Context: an optimization exercise on an open-source flow, tuned for small area, a short achievable clock period and few clock cycles. The choices shown serve that exercise and are no tape-out recipe. In this exercise RTL edits were held to simulation tests only and were not proved equivalent to the original. No activity file was given, so power comes from the tool's default toggle rates.

==> inputs of 08-06 <==
==> flow/design.v (excerpt) <==
module bitmap_run_allocator
(
   input  logic              clock,
   input  logic              reset,
   input  logic              start,
   output logic              busy,
   input  logic [bra_pkg::CMD_W-1:0]  req_command,
   input  logic [bra_pkg::IDX_W-1:0]  req_bit_index,
   input  logic [bra_pkg::CNT_W-1:0]  req_run_length,
   output logic              rsp_strobe,
   output logic              rsp_found,
   output logic [bra_pkg::IDX_W-1:0]  rsp_result_index,
   output logic              rsp_bit_value,
   output logic [bra_pkg::CNT_W-1:0]  rsp_free_count,
   output logic              rsp_index_error,
   input  logic              csr_wr_en,
   input  logic [bra_pkg::CNT_W-1:0]  csr_wr_data
);
export LEC_CHECK = 0
export ABC_AREA = 1
export CAP_MARGIN = 20
export CORE_MARGIN = 2
export CORE_UTILIZATION = 30
export SETUP_SLACK_MARGIN = 5
export SLEW_MARGIN = 20
create_clock -name core_clock -period 11.0 [get_ports {clock}]
run.sh (not shown) runs the stock make flow with config.mk's settings and CLKGATE_MAP_FILE= SYNTH_SCRIPT=/design/flow/synth_recipe.tcl, a recipe that flattens the netlist after the stock synthesis.
==> 02-21 (differences from 08-06) <==
--- a/flow/design.v
+++ b/flow/design.v
@@ -50,22 +50,24 @@
 endmodule
 module bra_word_eval #(
    parameter int WIDTH = 64
 ) (
    input  logic [WIDTH-1:0] free_bits,
    input  logic [10:0]      run_len,
-   output logic [WIDTH-1:0] win_end
+   output logic [WIDTH-1:0] win_end,
+   output logic [3:1]       has_run
 );
    localparam int PW = $clog2(WIDTH);
    always_comb begin
       logic [WIDTH-1:0] g;
       logic [WIDTH-1:0] g_n;
       logic [WIDTH-1:0] acc;
       logic [WIDTH-1:0] acc_n;
       logic             acc_m1;
       g      = free_bits;
+      has_run = '0;
       acc    = '1;
       acc_m1 = 1'b1;
       for (int k = 0; k < PW; k++) begin
          for (int j = 0; j < WIDTH; j++) begin
             if (j - (1 << k) >= 0) begin
                g_n[j]   = g[j] & g[j - (1 << k)];
@@ -75,12 +77,13 @@
                acc_n[j] = g[j] & acc_m1;
             end else begin
                g_n[j]   = 1'b0;
                acc_n[j] = 1'b0;
             end
          end
+         if (k >= 1 && k <= 3) has_run[k] = |g;
          if (run_len[k]) begin
             acc    = acc_n;
             acc_m1 = 1'b0;
          end
          g = g_n;
       end
@@ -107,24 +110,24 @@
    input  logic [bra_pkg::CNT_W-1:0]  csr_wr_data
 );
    localparam int RB = ROW_BITS;
    localparam int RC = ROW_COUNT;
    logic [MAX_BITS-1:0] map_ff;
    logic [RC-1:0]       full_ff;
-   logic [RC-1:0]       pair_ff;
+   logic [RC-1:0]       run2_ff, run4_ff, run8_ff;   
    logic [CNT_W-1:0]    nbits_ff;
    logic [CNT_W-1:0]    free_ff;
    logic                rst_q_ff;
    logic                init_ff;
    logic [ROW_W-1:0]    irow_ff;
    logic                busy_ff;
    logic                xv_ff;
    logic                x_mark_ff, x_clr_ff, x_test_ff, x_fm_ff, x_first_ff, x_last_ff;
    logic                x_inr_ff;       
    logic                x_run_ff;       
-   logic                x_len1_ff;      
+   logic [1:0]          x_lvl_ff;       
    logic [IDX_W-1:0]    xidx_ff;
    logic [CNT_W-1:0]    xlen_ff;
    logic [RC-1:0]       xsel_ff;        
    logic [ROW_W-1:0]    p_ff;           
    logic [CNT_W-1:0]    c_ff;           
    logic                qv_ff;
@@ -136,18 +139,12 @@
    logic                rbval_ff;
    logic                rerr_ff;
    logic [CNT_W-1:0]    rfree_ff;
    logic [IDX_W-1:0]    rv_base_ff;
    logic [CNT_W-1:0]    rd_ff;
    logic                rsub_ff;
-   logic                o_strobe_ff;
-   logic                o_found_ff;
-   logic [IDX_W-1:0]    o_index_ff;
-   logic                o_bval_ff;
-   logic [CNT_W-1:0]    o_free_ff;
-   logic                o_err_ff;
    logic [RB-1:0]    row_eff;
    logic [RB-1:0]    row_free;
    logic             row_any;
    always_comb begin
       row_eff = '0;
       for (int r = 0; r < RC; r++) begin
@@ -163,12 +160,14 @@
    logic [BPOS_W-1:0] fz_pos;
    logic              two_free;
    always_comb begin
       for (int b = 0; b < RB; b++) bit_oh[b] = xidx_ff[BPOS_W-1:0] == BPOS_W'(b);
    end
    assign bit_cur = |(row_eff & bit_oh);
+   logic [RB-1:0] pd_free;
+   assign pd_free = (x_clr_ff && x_inr_ff) ? (row_free | bit_oh) : row_free;
    always_comb begin
       logic [RB-1:0] below;
       logic          a [BPOS_W+1][RB];
       logic          t [BPOS_W+1][RB];
       below[0] = 1'b0;
       for (int b = 1; b < RB; b++) below[b] = below[b-1] | row_free[b-1];
@@ -205,18 +204,20 @@
    logic              cross_hit;
    logic              all_free;
    logic [CNT_W-1:0]  c_next;
    logic [CNT_W-1:0]  thr;
    logic              scan_hit;
    always_comb begin
-      for (int b = 0; b < RB; b++) scan_free[b] = x_last_ff ? row_free[RB-1-b] : row_free[b];
+      for (int b = 0; b < RB; b++) scan_free[b] = x_last_ff ? pd_free[RB-1-b] : pd_free[b];
    end
+   logic [3:1] has_run;
    bra_word_eval #(.WIDTH(RB)) u_eval (
       .free_bits (scan_free),
       .run_len   (xlen_ff),
-      .win_end   (win_end)
+      .win_end   (win_end),
+      .has_run   (has_run)
    );
    bra_prio #(.WIDTH(RB), .HIGHEST(1'b0)) u_win (
       .vec (win_end),
       .any (win_any),
       .pos (win_pos)
    );
@@ -236,38 +237,43 @@
    assign cross_hit = &(scan_free | ~thr_mask) &&
                       (thr[CNT_W-1:BPOS_W+1] == '0) &&
                       !(thr[BPOS_W] && thr[BPOS_W-1:0] != '0);
    assign all_free = !top_used;
    assign c_next   = all_free ? c_ff + CNT_W'(RB) : {{(CNT_W-BPOS_W){1'b0}}, ~top_used_pos};
    assign scan_hit = cross_hit | win_any;
-   logic [RB-1:0]    pd_free;
-   logic             pd_any;
-   logic [RC-1:0]    pair_next;
+   logic [RC-1:0]    run2_next, run4_next, run8_next;
    logic [RC-1:0]    bnd_rows;
    logic [RC-1:0]    bnd_fix;
    logic [RC-1:0]    cand;
    logic [ROW_W-1:0] next_row;
    logic             next_any;
    logic             next_adj;
-   assign pd_free = (x_clr_ff && x_inr_ff) ? (row_free | bit_oh) : row_free;
-   assign pd_any  = |(pd_free[RB-2:0] & pd_free[RB-1:1]);
    always_comb begin
       for (int r = 0; r < RC; r++) begin
-         pair_next[r] = (xv_ff && xsel_ff[r]) ? pd_any : pair_ff[r];
+         run2_next[r] = (xv_ff && xsel_ff[r]) ? has_run[1] : run2_ff[r];
+         run4_next[r] = (xv_ff && xsel_ff[r]) ? has_run[2] : run4_ff[r];
+         run8_next[r] = (xv_ff && xsel_ff[r]) ? has_run[3] : run8_ff[r];
       end
    end
    always_comb begin
       bnd_rows = '0;
       for (int r = 0; r < RC - 1; r++) begin
          if (!map_ff[r*RB + RB - 1] && !map_ff[(r+1)*RB]) begin
             bnd_rows[r]   = 1'b1;
             bnd_rows[r+1] = 1'b1;
          end
       end
    end
-   assign cand = x_len1_ff ? ~full_ff : (pair_ff | bnd_rows);
+   always_comb begin
+      unique case (x_lvl_ff)
+         2'd0:    cand = ~full_ff;
+         2'd1:    cand = run2_ff | bnd_rows;
+         2'd2:    cand = run4_ff | bnd_rows;
+         default: cand = run8_ff | bnd_rows;
+      endcase
+   end
    always_comb begin
       next_any = 1'b0;
       next_row = '0;
       if (x_first_ff) begin
          for (int r = RC - 1; r >= 0; r--) begin
             if (cand[r] && ROW_W'(r) > p_ff) begin
@@ -403,28 +409,36 @@
    logic x_free;
    assign accept = start && !busy_ff;
    assign x_free = !xv_ff || x_done;
    logic [CMD_W-1:0] ld_cmd;
    logic [CNT_W-1:0] ld_len;
    logic [IDX_W-1:0] ld_idx;
-   logic             ld_first, ld_last, ld_len1;
+   logic             ld_first, ld_last;
+   logic [1:0]       ld_lvl;
    logic [RC-1:0]    ld_cand;
    logic [ROW_W-1:0] ld_row;
    logic [RC-1:0]    ld_fm_oh;
    logic [RC-1:0]    ld_sel;
    assign ld_cmd   = qv_ff ? qcmd_ff : req_command;
    assign ld_len   = qv_ff ? qlen_ff : req_run_length;
    assign ld_idx   = qv_ff ? qidx_ff : req_bit_index;
    assign ld_first = ld_cmd == CMD_FIND_FIRST;
    assign ld_last  = ld_cmd == CMD_FIND_LAST;
-   assign ld_len1  = ld_len == CNT_W'(1);
+   assign ld_lvl   = (ld_len >= CNT_W'(8)) ? 2'd3 :
+                     (ld_len >= CNT_W'(4)) ? 2'd2 :
+                     (ld_len >= CNT_W'(2)) ? 2'd1 : 2'd0;
    always_comb begin
       logic [RC-1:0] clr_row;
       logic          below_full;
       clr_row = (xv_ff && x_clr_ff && x_inr_ff) ? xsel_ff : '0;
-      ld_cand = ld_len1 ? (~full_ff | clr_row) : (pair_next | bnd_rows | bnd_fix);
+      unique case (ld_lvl)
+         2'd0:    ld_cand = ~full_ff | clr_row;
+         2'd1:    ld_cand = run2_next | bnd_rows | bnd_fix;
+         2'd2:    ld_cand = run4_next | bnd_rows | bnd_fix;
+         default: ld_cand = run8_next | bnd_rows | bnd_fix;
+      endcase
       if (ld_last) begin
          ld_row = '0;
          for (int r = 0; r < RC; r++) begin
             if (ld_cand[r]) ld_row = ROW_W'(r);
          end
       end else begin
@@ -454,27 +468,35 @@
       end
    end
    always_ff @(posedge clock) begin
       if (reset) begin
          rst_q_ff    <= 1'b1;
          full_ff     <= '0;
-         pair_ff     <= '1;
+         run2_ff     <= '1;
+         run4_ff     <= '1;
+         run8_ff     <= '1;
          nbits_ff    <= CNT_W'(MAX_BITS);
          free_ff     <= CNT_W'(MAX_BITS);
          init_ff     <= 1'b0;
          irow_ff     <= '0;
          busy_ff     <= 1'b0;
          xv_ff       <= 1'b0;
          qv_ff       <= 1'b0;
          rv_ff       <= 1'b0;
-         o_strobe_ff <= 1'b0;
       end else begin
          rst_q_ff <= 1'b0;
          full_ff  <= full_next;
-         if (rst_q_ff || init_ff) pair_ff <= '1;
-         else                     pair_ff <= pair_next;
+         if (rst_q_ff || init_ff) begin
+            run2_ff <= '1;
+            run4_ff <= '1;
+            run8_ff <= '1;
+         end else begin
+            run2_ff <= run2_next;
+            run4_ff <= run4_next;
+            run8_ff <= run8_next;
+         end
          if (xv_ff) free_ff <= free_next;
          if (csr_wr_en) begin
             if (csr_wr_data == '0)                    nbits_ff <= CNT_W'(1);
             else if (csr_wr_data > CNT_W'(MAX_BITS))  nbits_ff <= CNT_W'(MAX_BITS);
             else                                      nbits_ff <= csr_wr_data;
             if (csr_wr_data == '0)                    free_ff <= CNT_W'(1);
@@ -493,13 +515,12 @@
             qv_ff <= qv_ff || accept;
          end
          if (csr_wr_en)    busy_ff <= 1'b1;
          else if (init_ff) busy_ff <= irow_ff != ROW_W'(RC - 1);
          else              busy_ff <= !x_free && (qv_ff || accept);
          rv_ff       <= x_done;
-         o_strobe_ff <= rv_ff;
       end
    end
    always_ff @(posedge clock) begin
       xidx_ff <= ld_idx;
       if (x_free) begin
          x_mark_ff  <= ld_cmd == CMD_MARK;
@@ -507,13 +528,13 @@
          x_test_ff  <= ld_cmd == CMD_TEST;
          x_fm_ff    <= ld_cmd == CMD_FIND_MARK;
          x_first_ff <= ld_first;
          x_last_ff  <= ld_last;
          x_inr_ff   <= {1'b0, ld_idx} < nbits_ff;
          x_run_ff   <= (ld_first || ld_last) && ld_len != '0 && ld_len <= nbits_ff;
-         x_len1_ff  <= ld_len1;
+         x_lvl_ff   <= ld_lvl;
          xlen_ff    <= ld_len;
          xsel_ff    <= ld_sel;
          p_ff       <= ld_row;
          c_ff       <= '0;
       end else begin
          p_ff <= next_row;
@@ -529,20 +550,15 @@
       rbval_ff   <= e_bval;
       rerr_ff    <= e_err;
       rfree_ff   <= free_next;
       rv_base_ff <= e_base;
       rd_ff      <= e_d;
       rsub_ff    <= e_sub;
-      o_found_ff <= rfound_ff;
-      o_bval_ff  <= rbval_ff;
-      o_err_ff   <= rerr_ff;
-      o_free_ff  <= rfree_ff;
-      o_index_ff <= rsub_ff ? rv_base_ff - IDX_W'(rd_ff) : rv_base_ff + IDX_W'(rd_ff);
    end
    assign busy             = busy_ff;
-   assign rsp_strobe       = o_strobe_ff;
-   assign rsp_found        = o_found_ff;
-   assign rsp_result_index = o_index_ff;
-   assign rsp_bit_value    = o_bval_ff;
-   assign rsp_free_count   = o_free_ff;
-   assign rsp_index_error  = o_err_ff;
+   assign rsp_strobe       = rv_ff;
+   assign rsp_found        = rfound_ff;
+   assign rsp_result_index = rsub_ff ? rv_base_ff - IDX_W'(rd_ff) : rv_base_ff + IDX_W'(rd_ff);
+   assign rsp_bit_value    = rbval_ff;
+   assign rsp_free_count   = rfree_ff;
+   assign rsp_index_error  = rerr_ff;
 endmodule
CORE_UTILIZATION = 40   (was 30)
==> summary of the runs <==
Against 02-21, the maximum frequency of 08-06 is smaller by 3.1%. Against 08-06, the combinational power of 02-21 is lower by about 7%. Utilization: 08-06 is lower than 02-21 (11 points). Of 02-21 and 08-06, 02-21 has the higher setup slack (gap 0.19 ns). Against 02-21, the sequential share of layout area of 08-06 is higher by 0.059 points. In 08-06 the clock power is larger than in 02-21, by about 8%. Of 08-06 and 02-21, 08-06 has the higher power (gap 5.2%, measured against 02-21). Of 02-21 and 08-06, 02-21 has the higher via count (gap about 3%, measured against 08-06).
Testbench counts of 08-06, summed over its fixed seeds: cycles 25,833.
Testbench counts of 02-21, summed over its fixed seeds: cycles 24,678.

========
==> inputs of 03-28 <==
bitmap_run_allocator, a different RTL version from the one above (not shown whole).
// bitmap_run_allocator
module bitmap_run_allocator
(
   input  logic              clock,
   input  logic              reset,
   input  logic              start,
   output logic              busy,
   input  logic [bra_pkg::CMD_W-1:0]  req_command,
   input  logic [bra_pkg::IDX_W-1:0]  req_bit_index,
   input  logic [bra_pkg::CNT_W-1:0]  req_run_length,
   output logic              rsp_strobe,
   output logic              rsp_found,
   output logic [bra_pkg::IDX_W-1:0]  rsp_result_index,
   output logic              rsp_bit_value,
   output logic [bra_pkg::CNT_W-1:0]  rsp_free_count,
   output logic              rsp_index_error,
   input  logic              csr_wr_en,
   input  logic [bra_pkg::CNT_W-1:0]  csr_wr_data
);
Settings: LEC_CHECK=0, ABC_AREA=1, CAP_MARGIN=20, CORE_MARGIN=2, CORE_UTILIZATION=30, SLEW_MARGIN=20; clock period 11.0 ns.
standard.sh (not shown) runs the stock make flow with config.mk's settings and CLKGATE_MAP_FILE= SYNTH_SCRIPT=/design/flow/synth_recipe.tcl, a recipe that flattens the netlist after the stock synthesis.
==> flow/flow/run.sh <==
#!/bin/bash
set -euo pipefail
bash standard.sh SETUP_SLACK_MARGIN=7 finish > standard_flow.log 2>&1
==> inputs of 04-04, as changes to 03-28 <==
--- a/flow/design.v
+++ b/flow/design.v
@@ -137,22 +137,16 @@
    logic                rv_ff;
    logic                rfound_ff;
    logic                rbval_ff;
    logic                rerr_ff;
    logic [CNT_W-1:0]    rfree_ff;
    logic [IDX_W-1:0]    rv_base_ff;
    logic [CNT_W-1:0]    rd_ff;
    logic                rsub_ff;
-   logic                o_strobe_ff;
-   logic                o_found_ff;
-   logic [IDX_W-1:0]    o_index_ff;
-   logic                o_bval_ff;
-   logic [CNT_W-1:0]    o_free_ff;
-   logic                o_err_ff;
    logic [RB-1:0]    row_eff;
    logic [RB-1:0]    row_free;
    logic             row_any;
    always_comb begin
       row_eff = '0;
       for (int r = 0; r < RC; r++) begin
          row_eff = row_eff | (map_ff[r*RB +: RB] & {RB{xsel_ff[r]}});
       end
@@ -483,17 +477,16 @@
          nbits_ff    <= CNT_W'(MAX_BITS);
          free_ff     <= CNT_W'(MAX_BITS);
          init_ff     <= 1'b0;
          irow_ff     <= '0;
          busy_ff     <= 1'b0;
          xv_ff       <= 1'b0;
          qv_ff       <= 1'b0;
          rv_ff       <= 1'b0;
-         o_strobe_ff <= 1'b0;
       end else begin
          rst_q_ff <= 1'b0;
          full_ff  <= full_next;
          if (rst_q_ff || init_ff) begin
             run2_ff <= '1;
             run4_ff <= '1;
             run8_ff <= '1;
          end else begin
@@ -520,17 +513,16 @@
             qv_ff <= 1'b0;
          end else begin
             qv_ff <= qv_ff || accept;
          end
          if (csr_wr_en)    busy_ff <= 1'b1;
          else if (init_ff) busy_ff <= irow_ff != ROW_W'(RC - 1);
          else              busy_ff <= !x_free && (qv_ff || accept);
          rv_ff       <= x_done;
-         o_strobe_ff <= rv_ff;
       end
    end
    always_ff @(posedge clock) begin
       xidx_ff <= ld_idx;
       if (x_free) begin
          x_mark_ff  <= ld_cmd == CMD_MARK;
          x_clr_ff   <= ld_cmd == CMD_CLEAR;
          x_test_ff  <= ld_cmd == CMD_TEST;
@@ -556,22 +548,17 @@
       end
       rfound_ff  <= e_found;
       rbval_ff   <= e_bval;
       rerr_ff    <= e_err;
       rfree_ff   <= free_next;
       rv_base_ff <= e_base;
       rd_ff      <= e_d;
       rsub_ff    <= e_sub;
-      o_found_ff <= rfound_ff;
-      o_bval_ff  <= rbval_ff;
-      o_err_ff   <= rerr_ff;
-      o_free_ff  <= rfree_ff;
-      o_index_ff <= rsub_ff ? rv_base_ff - IDX_W'(rd_ff) : rv_base_ff + IDX_W'(rd_ff);
    end
    assign busy             = busy_ff;
-   assign rsp_strobe       = o_strobe_ff;
-   assign rsp_found        = o_found_ff;
-   assign rsp_result_index = o_index_ff;
-   assign rsp_bit_value    = o_bval_ff;
-   assign rsp_free_count   = o_free_ff;
-   assign rsp_index_error  = o_err_ff;
+   assign rsp_strobe       = rv_ff;
+   assign rsp_found        = rfound_ff;
+   assign rsp_result_index = rsub_ff ? rv_base_ff - IDX_W'(rd_ff) : rv_base_ff + IDX_W'(rd_ff);
+   assign rsp_bit_value    = rbval_ff;
+   assign rsp_free_count   = rfree_ff;
+   assign rsp_index_error  = rerr_ff;
 endmodule
==> flow/run.sh (new file) <==
#!/bin/bash
# synth_recipe.tcl (not shown) runs the flow's synth.tcl, then flattens the netlist and writes it again
# the make line also repeats each setting of config.mk as NAME=value (left out here)
make -C /OpenROAD-flow-scripts/flow DESIGN_CONFIG=/design/flow/config.mk WORK_HOME=/design/flow/orfs CLKGATE_MAP_FILE= SYNTH_SCRIPT=/design/flow/synth_recipe.tcl finish
==> flow/config.mk (replaced) <==
export PLATFORM = sky130hd
export DESIGN_NAME = bitmap_run_allocator
export DESIGN_NICKNAME = bitmap_run_allocator
export VERILOG_FILES = /design/flow/design.v
export SDC_FILE = /design/flow/constraint.sdc
export NUM_CORES = 4
export LEC_CHECK = 0
export ABC_AREA = 1
export CAP_MARGIN = 20
export CORE_MARGIN = 2
export CORE_UTILIZATION = 45
export SETUP_SLACK_MARGIN = 5
export SLEW_MARGIN = 20
removed: flow/flow/run.sh
removed: flow/standard.sh
==> comparison table <==
Synthesized area per cell: 03-28 8.28 um^2; 04-04 8.27 um^2
Full die area: 03-28 0.231 mm^2; 04-04 0.152 mm^2
Clk tree area frac: 03-28 4.69%; 04-04 5.51%
Largest net degree at the start of global routing: 03-28 72; 04-04 86
Status: 03-28 finished with violations; 04-04 complete, no violations
Layout check failures: 03-28 max-capacitance violations, max-slew violations; 04-04 -
Sequential element share of the synthesized area: 03-28 52.2%; 04-04 52.2%
Die Y-Extent: 03-28 481 um; 04-04 390 um
Power per Cell Area: 03-28 172 mW/mm^2; 04-04 180 mW/mm^2
Instance count along the most critical hold path: 03-28 0; 04-04 2
Crit share post-route: 03-28 45.9%; 04-04 53.1%
Metal1 wirelength: 03-28 141000 um; 04-04 116000 um
Initial standard-cell utilization of the core: 03-28 30.1%; 04-04 45.4%
Post-synthesis mux area share: 03-28 0.149%; 04-04 0.149%
Crit path capture: 03-28 rv_base_ff[4]; 04-04 xsel_ff[14]
Skew-Pair Late Insertion Delay: 03-28 820 ps; 04-04 810 ps
Chip width: 03-28 481 um; 04-04 390 um
Post-Syn Instances: 03-28 8239; 04-04 8123
Final weighted congestion of routability-driven global placement: 03-28 1.05; 04-04 1.06
Clock-pin slew on the worst setup and hold paths: 03-28 60 ps; 04-04 70 ps
Slew at the pin closest to its max-slew limit: 03-28 1770 ps; 04-04 1180 ps
HPWL after detailed placement: 03-28 211000 um; 04-04 188000 um
Testbench counts of 03-28, summed over its fixed seeds: cycles 24,686.
Testbench counts of 04-04, summed over its fixed seeds: cycles 24,678.

==> separate check: timing with driven ports <==
How much do the figures lean on ideal ports? The routed layouts below were timed once more, with nothing changed but the port constraints. Step 1 assumes that a clkbuf_16 drives the clock port and a buf_2 every other input. Step 2 times the ports against the registers' clock, not the clock port: input delays grow and output delays shrink by t, the midpoint of the rising clock arrivals with the driver on. Three values: ideal ports, drivers, drivers and shift; two values: the first two.
run | t (ns) | setup WS [ns] | latest minus earliest clock arrival (ns)
08-06 | 0.868 | 4.903 / 4.903 / 4.718 | 0.053 / 0.052
02-21 | 0.881 | 5.092 / 5.092 / 4.548 | 0.045 / 0.045
03-28 | 0.883 | 5.946 / 5.946 / 5.209 | 0.060 / 0.060
04-04 | 0.855 | 5.157 / 5.157 / 4.420 | 0.051 / 0.051
